Background: an optimization exercise with open tools, aiming at small area. Do not read the settings as production practice.
Function was checked by simulation only, so behaviour that the tests miss may differ from the original.
Power figures rest on the tool's default switching activity, not on a simulated workload.

### flow/design.v
package iq_pkg;
	typedef enum logic [2:0] {
		class_alu       = 3'd0,  
		class_lui_auipc = 3'd1,
		class_branch    = 3'd2,
		class_jal       = 3'd3,
		class_jalr      = 3'd4,
		class_load      = 3'd5,
		class_store     = 3'd6,
		class_illegal   = 3'd7   
	} inst_class_e;
	typedef logic [$clog2(16)-1:0] rob_tag_t;
	typedef logic [$clog2(8)-1:0] rs_idx_t;
	typedef struct packed {
		logic             pred_taken;  
		logic [32-1:0] inst;
	} iq_slot_t;
endpackage
`timescale 1ns/1ns
module inst_decode (
	input  logic [32-1:0]   inst,
	output iq_pkg::inst_class_e inst_class,
	output logic [4:0]         rd,
	output logic [32-1:0]   imm
);
	logic [6:0]       opcode;
	logic [32-1:0] imm_i;
	logic [32-1:0] imm_s;
	logic [32-1:0] imm_b;
	logic [32-1:0] imm_u;
	logic [32-1:0] imm_j;
	logic             has_rd;
	assign opcode = inst[6:0];
	assign imm_i = {{20{inst[31]}}, inst[31:20]};
	assign imm_s = {{20{inst[31]}}, inst[31:25], inst[11:7]};
	assign imm_b = {{19{inst[31]}}, inst[31], inst[7], inst[30:25], inst[11:8], 1'b0};
	assign imm_u = {inst[31:12], 12'h000};
	assign imm_j = {{11{inst[31]}}, inst[31], inst[19:12], inst[20], inst[30:21], 1'b0};
	always_comb begin
		inst_class = iq_pkg::class_illegal;
		imm        = '0;
		case (opcode)
			7'b0110011: inst_class = iq_pkg::class_alu;  
			7'b0010011: begin
				inst_class = iq_pkg::class_alu;
				imm        = imm_i;
			end
			7'b0110111, 7'b0010111: begin  
				inst_class = iq_pkg::class_lui_auipc;
				imm        = imm_u;
			end
			7'b1100011: begin
				inst_class = iq_pkg::class_branch;
				imm        = imm_b;
			end
			7'b1101111: begin
				inst_class = iq_pkg::class_jal;
				imm        = imm_j;
			end
			7'b1100111: begin
				inst_class = iq_pkg::class_jalr;
				imm        = imm_i;
			end
			7'b0000011: begin
				inst_class = iq_pkg::class_load;
				imm        = imm_i;
			end
			7'b0100011: begin
				inst_class = iq_pkg::class_store;
				imm        = imm_s;
			end
			default: ;  
		endcase
	end
	assign has_rd = (inst_class != iq_pkg::class_branch) &&
		(inst_class != iq_pkg::class_store) && (inst_class != iq_pkg::class_illegal);
	assign rd = has_rd ? inst[11:7] : 5'd0;
endmodule
`timescale 1ns/1ns
module fetch_unit (
	input  logic                        clk,
	input  logic                        rst,
	input  logic                        flush,
	input  logic [32-1:0]            flush_pc,
	output logic [32-1:0]            icache_addr,
	input  logic                        icache_hit,
	input  logic [32-1:0]            icache_data,
	output logic                        icache_fill,
	output logic [32-1:0]            icache_fill_addr,
	output logic [32-1:0]            icache_fill_data,
	output logic                        mem_req,
	output logic [32-1:0]            mem_addr,
	input  logic                        mem_ok,
	input  logic [32-1:0]            mem_data,
	output logic [12-1:0]  bht_index,
	input  logic                        bht_taken,
	input  logic                        iq_full,
	input  logic [32-1:0]            stash_addr,  
	output logic [32-1:0]            pc,
	output logic                        discard,
	output logic                        push,
	output iq_pkg::iq_slot_t            push_slot
);
	logic                waiting;     
	logic                can_fetch;
	logic                take_hit;
	logic                take_mem;
	logic [32-1:0]    fetch_inst;
	logic                is_jal;
	logic                is_branch;
	logic [32-1:0]    jump_imm;
	logic [32-1:0]    next_pc;
	assign can_fetch = !rst && !waiting && !iq_full && !flush;
	assign take_hit  = can_fetch && icache_hit;
	assign take_mem  = mem_ok && waiting && !discard && !flush;
	assign push      = take_hit || take_mem;
	assign icache_addr = pc;
	assign mem_req     = can_fetch && !icache_hit;  
	assign mem_addr    = pc;
	assign icache_fill      = mem_ok && waiting;
	assign icache_fill_addr = discard ? stash_addr : pc;
	assign icache_fill_data = mem_data;
	assign fetch_inst = take_mem ? mem_data : icache_data;
	assign bht_index  = fetch_inst[12-1:0];
	assign is_jal    = fetch_inst[6:0] == 7'b1101111;
	assign is_branch = fetch_inst[6:0] == 7'b1100011;
	assign jump_imm  = is_jal ?
		{{11{fetch_inst[31]}}, fetch_inst[31], fetch_inst[19:12], fetch_inst[20], fetch_inst[30:21], 1'b0} :
		{{19{fetch_inst[31]}}, fetch_inst[31], fetch_inst[7], fetch_inst[30:25], fetch_inst[11:8], 1'b0};
	assign next_pc = pc + ((is_jal || (is_branch && bht_taken)) ? jump_imm : 32'(4));
	assign push_slot.inst       = fetch_inst;
	assign push_slot.pred_taken = is_branch && bht_taken;
	always_ff @(posedge clk) begin
		if (rst) begin
			pc      <= 32'h0000_0000;
			waiting <= 1'b0;
			discard <= 1'b0;
		end else if (flush) begin
			pc      <= flush_pc;
			waiting <= waiting && !mem_ok;  
			discard <= waiting && !mem_ok;
		end else begin
			if (mem_req)
				waiting <= 1'b1;
			if (mem_ok) begin
				waiting <= 1'b0;
				discard <= 1'b0;
			end
			if (push)
				pc <= next_pc;
		end
	end
endmodule
`timescale 1ns/1ns
module inst_queue (
	input  logic              clk,
	input  logic              rst,
	input  logic              flush,
	input  logic              push,
	input  iq_pkg::iq_slot_t  push_slot,
	input  logic [32-1:0]  fetch_pc,    
	input  logic              discard,     
	input  logic              pop,
	input  logic [32-1:0]  next_head_pc,
	output iq_pkg::iq_slot_t  head,
	output logic [32-1:0]  head_pc,
	output logic              not_empty,
	output logic              full
);
	localparam int PTR_W = $clog2(16);
	logic [32:0]   mem [0:16-1];  
	logic [PTR_W:0]   rd_ptr;  
	logic [PTR_W:0]   wr_ptr;
	logic [16-1:0] rd_sel;  
	logic             empty;
	assign empty     = (rd_ptr == wr_ptr);
	always_comb begin
		head = '0;
		for (int i = 0; i < 16; i++)
			if (rd_sel[i])
				head = head | mem[i];
	end
	assign not_empty = !empty && !flush;  
	assign full      = (rd_ptr == {!wr_ptr[PTR_W], wr_ptr[PTR_W-1:0]});
	always_ff @(posedge clk) begin
		if (rst || flush) begin
			rd_ptr <= '0;
			wr_ptr <= '0;
			rd_sel <= 16'(1);
		end else begin
			if (push)
				wr_ptr <= wr_ptr + 1'b1;  
			if (pop) begin
				rd_ptr <= rd_ptr + 1'b1;
				rd_sel <= {rd_sel[16-2:0], rd_sel[16-1]};
			end
		end
	end
	always_ff @(posedge clk) begin
		if (pop)
			head_pc <= next_head_pc;
		else if ((empty || flush) && !discard)
			head_pc <= fetch_pc;
	end
	always_ff @(posedge clk) begin
		if (push)
			mem[wr_ptr[PTR_W-1:0]] <= push_slot;
	end
endmodule
`timescale 1ns/1ns
module dispatch_unit (
	input  iq_pkg::iq_slot_t    head,
	input  logic [32-1:0]    head_pc,
	input  logic                not_empty,
	output logic                pop,
	output logic [32-1:0]    next_head_pc,
	input  logic                rob_full,
	input  iq_pkg::rob_tag_t    rob_tail_tag,
	output logic                rob_alloc,
	output logic [32-1:0]    rob_pc,
	output logic [32-1:0]    rob_inst,
	output iq_pkg::inst_class_e rob_class,
	output logic [4:0]          rob_dest,
	output logic [32-1:0]    rob_target,
	output logic                rob_pred_taken,
	input  logic                rs_free,
	input  iq_pkg::rs_idx_t     rs_free_idx,
	output logic                rs_alloc,
	output iq_pkg::rs_idx_t     rs_idx,
	output logic [32-1:0]    rs_inst,
	output logic [32-1:0]    rs_pc,
	output logic [32-1:0]    rs_imm,
	output logic [32-1:0]    rs_target,
	output iq_pkg::rob_tag_t    rs_tag,
	input  logic                slb_full,
	output logic                slb_alloc,
	output logic [32-1:0]    slb_inst,
	output logic [32-1:0]    slb_pc,
	output logic [32-1:0]    slb_imm,
	output iq_pkg::rob_tag_t    slb_tag,
	output logic                rename_we,
	output logic [4:0]          rename_rd,
	output iq_pkg::rob_tag_t    rename_tag
);
	iq_pkg::inst_class_e cls;
	logic [4:0]          rd;
	logic [32-1:0]    imm;
	logic                is_jal;
	logic [32-1:0]    jump_imm;  
	logic [32-1:0]    pc_plus_imm;
	logic                is_mem;    
	logic                no_rd;     
	logic                slot_ok;   
	logic                issue;
	inst_decode i_inst_decode (
		.inst       (head.inst),
		.inst_class (cls),
		.rd         (rd),
		.imm        (imm)
	);
	assign is_jal      = head.inst[6:0] == 7'b1101111;
	assign jump_imm    = is_jal ?
		{{11{head.inst[31]}}, head.inst[31], head.inst[19:12], head.inst[20], head.inst[30:21], 1'b0} :
		{{19{head.inst[31]}}, head.inst[31], head.inst[7], head.inst[30:25], head.inst[11:8], 1'b0};
	assign pc_plus_imm = head_pc + jump_imm;
	assign next_head_pc = (is_jal || head.pred_taken) ?
		pc_plus_imm : head_pc + 32'(4);
	assign is_mem = (cls == iq_pkg::class_load) || (cls == iq_pkg::class_store);
	assign no_rd  = (cls == iq_pkg::class_branch) || (cls == iq_pkg::class_store);
	assign slot_ok = is_mem ? !slb_full : rs_free;
	assign issue   = not_empty && !rob_full && slot_ok;
	assign pop       = issue;  
	assign rob_alloc = issue;
	assign rs_alloc  = issue && !is_mem;
	assign slb_alloc = issue && is_mem;
	assign rename_we = issue && !no_rd;
	assign rob_pc         = head_pc;
	assign rob_inst       = head.inst;
	assign rob_class      = cls;
	assign rob_dest       = rd;
	assign rob_target     = (cls == iq_pkg::class_branch) ? pc_plus_imm : '0;
	assign rob_pred_taken = head.pred_taken;
	assign rs_idx    = rs_free_idx;
	assign rs_inst   = head.inst;
	assign rs_pc     = head_pc;
	assign rs_imm    = imm;
	assign rs_target = rob_target;
	assign rs_tag    = rob_tail_tag;
	assign slb_inst = head.inst;
	assign slb_pc   = head_pc;
	assign slb_imm  = imm;
	assign slb_tag  = rob_tail_tag;
	assign rename_rd  = rd;
	assign rename_tag = rob_tail_tag;
endmodule
`timescale 1ns/1ns
module iq_top (
	input  logic                       clk,
	input  logic                       rst,
	input  logic                       flush,
	input  logic [32-1:0]           flush_pc,
	output logic [32-1:0]           icache_addr,
	input  logic                       icache_hit,
	input  logic [32-1:0]           icache_data,
	output logic                       icache_fill,
	output logic [32-1:0]           icache_fill_addr,
	output logic [32-1:0]           icache_fill_data,
	output logic                       mem_req,
	output logic [32-1:0]           mem_addr,
	input  logic                       mem_ok,
	input  logic [32-1:0]           mem_data,
	output logic [12-1:0] bht_index,
	input  logic                       bht_taken,
	input  logic                       rob_full,
	input  logic [3:0]                 rob_tail_tag,
	output logic                       rob_alloc,
	output logic [32-1:0]           rob_pc,
	output logic [32-1:0]           rob_inst,
	output logic [2:0]                 rob_class,
	output logic [4:0]                 rob_dest,
	output logic [32-1:0]           rob_target,
	output logic                       rob_pred_taken,
	input  logic                       rs_free,
	input  logic [2:0]                 rs_free_idx,
	output logic                       rs_alloc,
	output logic [2:0]                 rs_idx,
	output logic [32-1:0]           rs_inst,
	output logic [32-1:0]           rs_pc,
	output logic [32-1:0]           rs_imm,
	output logic [32-1:0]           rs_target,
	output logic [3:0]                 rs_tag,
	input  logic                       slb_full,
	output logic                       slb_alloc,
	output logic [32-1:0]           slb_inst,
	output logic [32-1:0]           slb_pc,
	output logic [32-1:0]           slb_imm,
	output logic [3:0]                 slb_tag,
	output logic                       rename_we,
	output logic [4:0]                 rename_rd,
	output logic [3:0]                 rename_tag
);
	logic              push;
	iq_pkg::iq_slot_t  push_slot;
	logic              iq_full;
	logic              pop;
	iq_pkg::iq_slot_t  head;
	logic [32-1:0]  head_pc;
	logic [32-1:0]  next_head_pc;
	logic [32-1:0]  fetch_pc;
	logic              discard;
	logic              not_empty;
	fetch_unit i_fetch_unit (
		.clk, .rst, .flush, .flush_pc,
		.icache_addr, .icache_hit, .icache_data,
		.icache_fill, .icache_fill_addr, .icache_fill_data,
		.mem_req, .mem_addr, .mem_ok, .mem_data,
		.bht_index, .bht_taken,
		.iq_full, .stash_addr (head_pc), .pc (fetch_pc), .discard,
		.push, .push_slot
	);
	inst_queue i_inst_queue (
		.clk, .rst, .flush,
		.push, .push_slot, .fetch_pc, .discard,
		.pop, .next_head_pc, .head, .head_pc, .not_empty,
		.full (iq_full)
	);
	dispatch_unit i_dispatch_unit (
		.head, .head_pc, .not_empty, .pop, .next_head_pc,
		.rob_full, .rob_tail_tag, .rob_alloc, .rob_pc, .rob_inst, .rob_class,
		.rob_dest, .rob_target, .rob_pred_taken,
		.rs_free, .rs_free_idx, .rs_alloc, .rs_idx, .rs_inst, .rs_pc, .rs_imm,
		.rs_target, .rs_tag,
		.slb_full, .slb_alloc, .slb_inst, .slb_pc, .slb_imm, .slb_tag,
		.rename_we, .rename_rd, .rename_tag
	);
endmodule
### flow/flow/run.sh
#!/bin/bash
# The standard layout, with every port buffered by the smallest buffer
# (sky130_fd_sc_hd__buf_1) instead of the one buffer_ports picks by itself
set -euo pipefail
bash standard.sh "BUFFER_PORTS_ARGS=-buffer_cell sky130_fd_sc_hd__buf_1" finish > make_finish.log 2>&1
### flow/config.mk
export PLATFORM = sky130hd
export DESIGN_NAME = iq_top
export DESIGN_NICKNAME = iq_top
export VERILOG_FILES = /design/flow/design.v
export SDC_FILE = /design/flow/constraint.sdc
export NUM_CORES = 4
export LEC_CHECK = 0
export CAP_MARGIN = 5
export CORE_MARGIN = 2
export CORE_UTILIZATION = 65
export CTS_BUF_LIST = sky130_fd_sc_hd__clkbuf_16
export CTS_CLUSTER_DIAMETER = 80
export CTS_CLUSTER_SIZE = 30
export SLEW_MARGIN = 5
### flow/constraint.sdc
create_clock -name core_clock -period 7.5 [get_ports {clk}]
set_input_delay 1.5000 -clock core_clock [delete_from_list [all_inputs] [get_ports {clk}]]
set_output_delay 1.5000 -clock core_clock [all_outputs]
set_load 0.01 [all_outputs]
### flow/standard.sh
#!/bin/bash
# synth_recipe.tcl (not shown) runs the flow's synth.tcl, then flattens the netlist and writes it again
# the make line also repeats each setting of config.mk as NAME=value (left out here)
make -C /OpenROAD-flow-scripts/flow DESIGN_CONFIG=/design/flow/config.mk WORK_HOME=/design/flow/orfs CLKGATE_MAP_FILE= SYNTH_SCRIPT=/design/flow/synth_recipe.tcl "${@:-finish}"
==> notes.md <==
==> cells in the final DEF (no fill, tap or decap), types with 47 or more instances in the layout <==
cell type  count
xnor2_1       52
nor2_1       164
o21ai_0       55
nand3_1       70
inv_1         64
a22o_1        63
dfxtp_1       57
mux2_2        55
ha_1          66
a21oi_1      107
edfxtp_1     560
buf_4         97
nand2_1      161
buf_1        582
a221oi_1      55
nand4_1       47
a22oi_1      149
==> worst max-delay path by stage <==
stage | from | to | slack [ns] | cells after the start
finish | i_inst_queue.rd_sel[0] | rob_target[31] | 0.25 | 19
CTS | i_inst_queue.rd_sel[7] | rs_target[28] | 0.17 | 18
floorplan | mem_ok | i_fetch_unit.pc[17] | 1.32 | 23
global route | i_inst_queue.rd_sel[7] | rs_target[28] | 0.05 | 18
global placement | mem_ok | i_fetch_unit.pc[28] | 0.66 | 19
detailed placement | mem_ok | i_fetch_unit.pc[28] | 0.57 | 19
==> critical path, cell delays in order (launching register included) <==
cell,delay (ns)
dfxtp_2,0.54
a22o_1,0.30
a221oi_1,0.29
nand3_1,0.11
nor2_1,0.35
nor2_1,0.13
buf_4,0.19
and3_1,0.29
nor2_2,0.31
a21oi_1,0.10
ha_1,0.36
a21o_1,0.23
o41ai_1,0.55
nand2_1,0.16
o211ai_1,0.27
a21boi_1,0.13
o31ai_1,0.28
xnor2_1,0.18
nor2_1,0.15
buf_1,0.17
==> through the flow <==
step                util, %  power [mW]  instance area (um^2)  hold WS (ns)
floorplan                 -       4.406                 30490        0.4772
global placement      68.21       4.624                 31690        0.4894
detailed placement    68.21       4.632                 31690        0.4974
CTS                   70.46       6.569                 32740        0.5119
global route          70.52       6.756                 32760        0.5347
finish                70.54       6.623                 32770        0.5156
==> per-layer routing <==
| layer | track usage, % | up-vias | wire length [um] |
|---|---|---|---|
| li1 | - | 9719 | - |
| met1 | 60.41 | 11510 | 39040 |
| met2 | 64.27 | 2229 | 47980 |
| met3 | 25.00 | 308 | 23130 |
| met4 | 16.67 | 8 | 4977 |
| met5 | 2.626 | - | 215 |
==> kinds of logic after synthesis <==
logic type	count (synthesis)	share of synthesized area, %
DFF	620	59.09
adders and majority gates	68	2.839
and+or+nand+nor	557	8.555
buffers and inverters	475	9.606
muxes	76	2.827
xor gates and xnor gates	92	2.643
AOI/OAI and AO/OA	605	14.44
==> flip-flops by register name (all words and copies together), names as in the netlist <==
name / count
i_fetch_unit.discard: 1
i_fetch_unit.pc: 32
i_fetch_unit.waiting: 1
i_inst_queue.head_pc: 32
i_inst_queue.mem: 528
i_inst_queue.rd_ptr: 5
i_inst_queue.rd_sel: 16
i_inst_queue.wr_ptr: 5
==> area by class of cell <==
| class | count | area [um^2] | share of cell area [%] |
|---|---|---|---|
| Sequential cell | 620 | 18020 | 54.99 |
| Multi-Input combinational cell | 1398 | 9672 | 29.52 |
| Timing Repair Buffer | 686 | 3023 | 9.225 |
| Clock buffer | 31 | 775.7 | 2.367 |
| Tap cell | 607 | 759.5 | 2.318 |
| Clock inverter | 24 | 272.8 | 0.8324 |
| Inverter | 60 | 225.2 | 0.6873 |
| Antenna cell | 8 | 20.02 | 0.06109 |
==> power groups by stage <==
stage	registers [mW]	clock network (mW)	logic [mW]
after global placement	3.97	0	0.654
after CTS	3.89	2.01	0.664
after global routing	3.90	2.11	0.741
after floorplan	3.93	0	0.476
after detailed placement	3.97	0	0.661
final	3.90	2.03	0.693
==> repair_timing <==
| item | CTS | global route |
|---|---|---|
| endpoints found under the hold margin | 0 | 0 |
| resized for setup | 0 | 3 |
| setup endpoints to repair | 0 | 8 |
| setup buffers | 0 | 1 |
==> metrics.md <==
| Metric | Value |
|---|---|
| Final min period | `7.246 ns` |
| Worst Path Max Fanout | `17` |
| Comb power frac | `10.5%` |
| Sequential share of the synthesized area | `59.09%` |
| Placed insts | `3370` |
| Final Hold Violating Endpoints | `0` |
| Vias per cell | `6.922` |
| Yosys top cell area share | `55.15%` |
| Hold_sp | `i_inst_queue.rd_ptr[1]` |
| Final Instance Count excl. Fillers | `3434` |
| GRT Resource Usage Total | `45.99%` |
| DP HPWL | `80.17 mm` |
| Slew @ Worst Pin | `1.264 ns` |
| Fmax | `138.0 MHz` |
| Sequential Power Share | `58.9%` |
| Port-buffer cells | `584` |
| CTS tree | `built` |
| Pleak | `11.43 nW` |
| Routed wire per std cell | `33.59 um` |
| Hold path depth | `2` |
| Clock power share | `30.6%` |
| Net Sw Frac | `27.04%` |
| Final period util | `96.62%` |
| Worst r2r dst | `i_fetch_unit.pc[28]` |
| Final setup viols | `0` |
| Cell internal pwr | `4.832 mW` |
| DRT antenna net count | `0` |
| CTS Buffer Depth | `3` |
| Outcome | `timing/DRC/antenna clean` |
| Max-Cap Viols | `0` |
| Most numerous cell in the Yosys netlist | `edfxtp_1` |
| Die area | `48660 um^2` |
| Top Ports | `607` |
| Slew HR | `15.06%` |
| Vias in the first global route | `21070` |
| Setup tns final | `0 ns` |
| Proportion of layout cells with a drive suffix above 1 | `9.578%` |
| CTS clk-pin slew, worst paths | `0.11 ns` |
| H-tree depth | `1` |
| Reg-to-Reg Start | `i_fetch_unit.discard` |
| Final worst slack | `0.2537 ns` |
| Total detailed-routing wirelength | `115.3 mm` |
| CTS Sinks | `620` |
| RePlAce Congestion | `1.023` |
| Synth Cell Area | `30490 um^2` |
| Area leader, netlist | `edfxtp_1` |
| VDD IR max | `241.6 uV` |
| Synth Register Bits | `620` |
| Ys flop type | `edfxtp_1` |
| Register-to-Register Path Depth | `17` |
| Worst Clk Skew | `0.04435 ns` |
| Initial antenna violation count | `15` |
| CP endpoint kind | `output pin` |
| Die Span X | `220.6 um` |
| Async SR Flop Fraction | `0%` |
| Fill cells | `3359` |
| Pre-CTS setup slack | `0.5658 ns` |
| RSZ-0062 raised after global routing | `false` |
| Number of synthesized flops with an enable pin | `560` |
| Critical path class | `reg -> out` |
| CP required | `6.00 ns` |
| Netlist cell types | `85` |
| CTS Buf Count | `30` |
| Core ar. | `46460 um^2` |
| Yosys warnings | `3` |
| R2R Setup Slk | `1.31 ns` |
| Pin count of the biggest net entering global routing | `67` |
| Worst-Skew Late Latency | `0.66 ns` |
| Crit path DAT | `5.75 ns` |
| NumNets Final | `2976` |
| Hold buffers post-CTS | `0` |
| Worst Hold Class | `reg -> reg` |
| Starting Density | `65.64%` |
| Grt ovf | `0` |
| Final Slew Violations | `0` |
| Top cells by area, synth | `edfxtp_1, buf_4, dfxtp_1, a22oi_1, ha_1` |
| Crit start category | `flip-flop` |
| DR pass1 iterations | `7` |
| DR iter-0 viols | `4035` |
| Area delta synth->final | `7.464%` |
| First-pass GRT wire length | `154.3 mm` |
| Synth top cells by count | `edfxtp_1, buf_4, nor2_1` |
| Post-synth net total | `2673` |
| # DRC | `0` |
| Hold Crit Endpoint | `i_inst_queue.rd_ptr[1]` |
| Cell Rows | `79` |
| Mean Syn Cell Area | `12.23 um^2` |
| DR vias | `23770` |
| Die height | `220.6 um` |
| Mapped Cells | `2493` |
| Pwr dens | `202.1 nW/um^2` |
| P_sw | `1.791 mW` |
| Root Buffer | `clkbuf_16` |

-- static timing again, ports no longer ideal --
In the flow no input, the clock included, has a driving cell. The finished layout below was timed again as built, in two steps.
Step 1 assumes that a clkbuf_16 drives the clock port and a buf_2 every other input.
Step 2 times the ports against the registers' clock, not the clock port: input delays grow and output delays shrink by t, the midpoint of the rising clock arrivals with the driver on.
Slacks: ideal ports / drivers / drivers and shift; pairs: ideal ports / drivers.
t, ns: 0.702
setup slack, ns: 0.254 / 0.190 / 0.387
latest minus earliest clock arrival (ns): 0.044 / 0.044
After both steps setup and hold are still met in this run. The setup slack of this run moves by -0.064 ns with the drivers and by +0.133 ns with both steps.
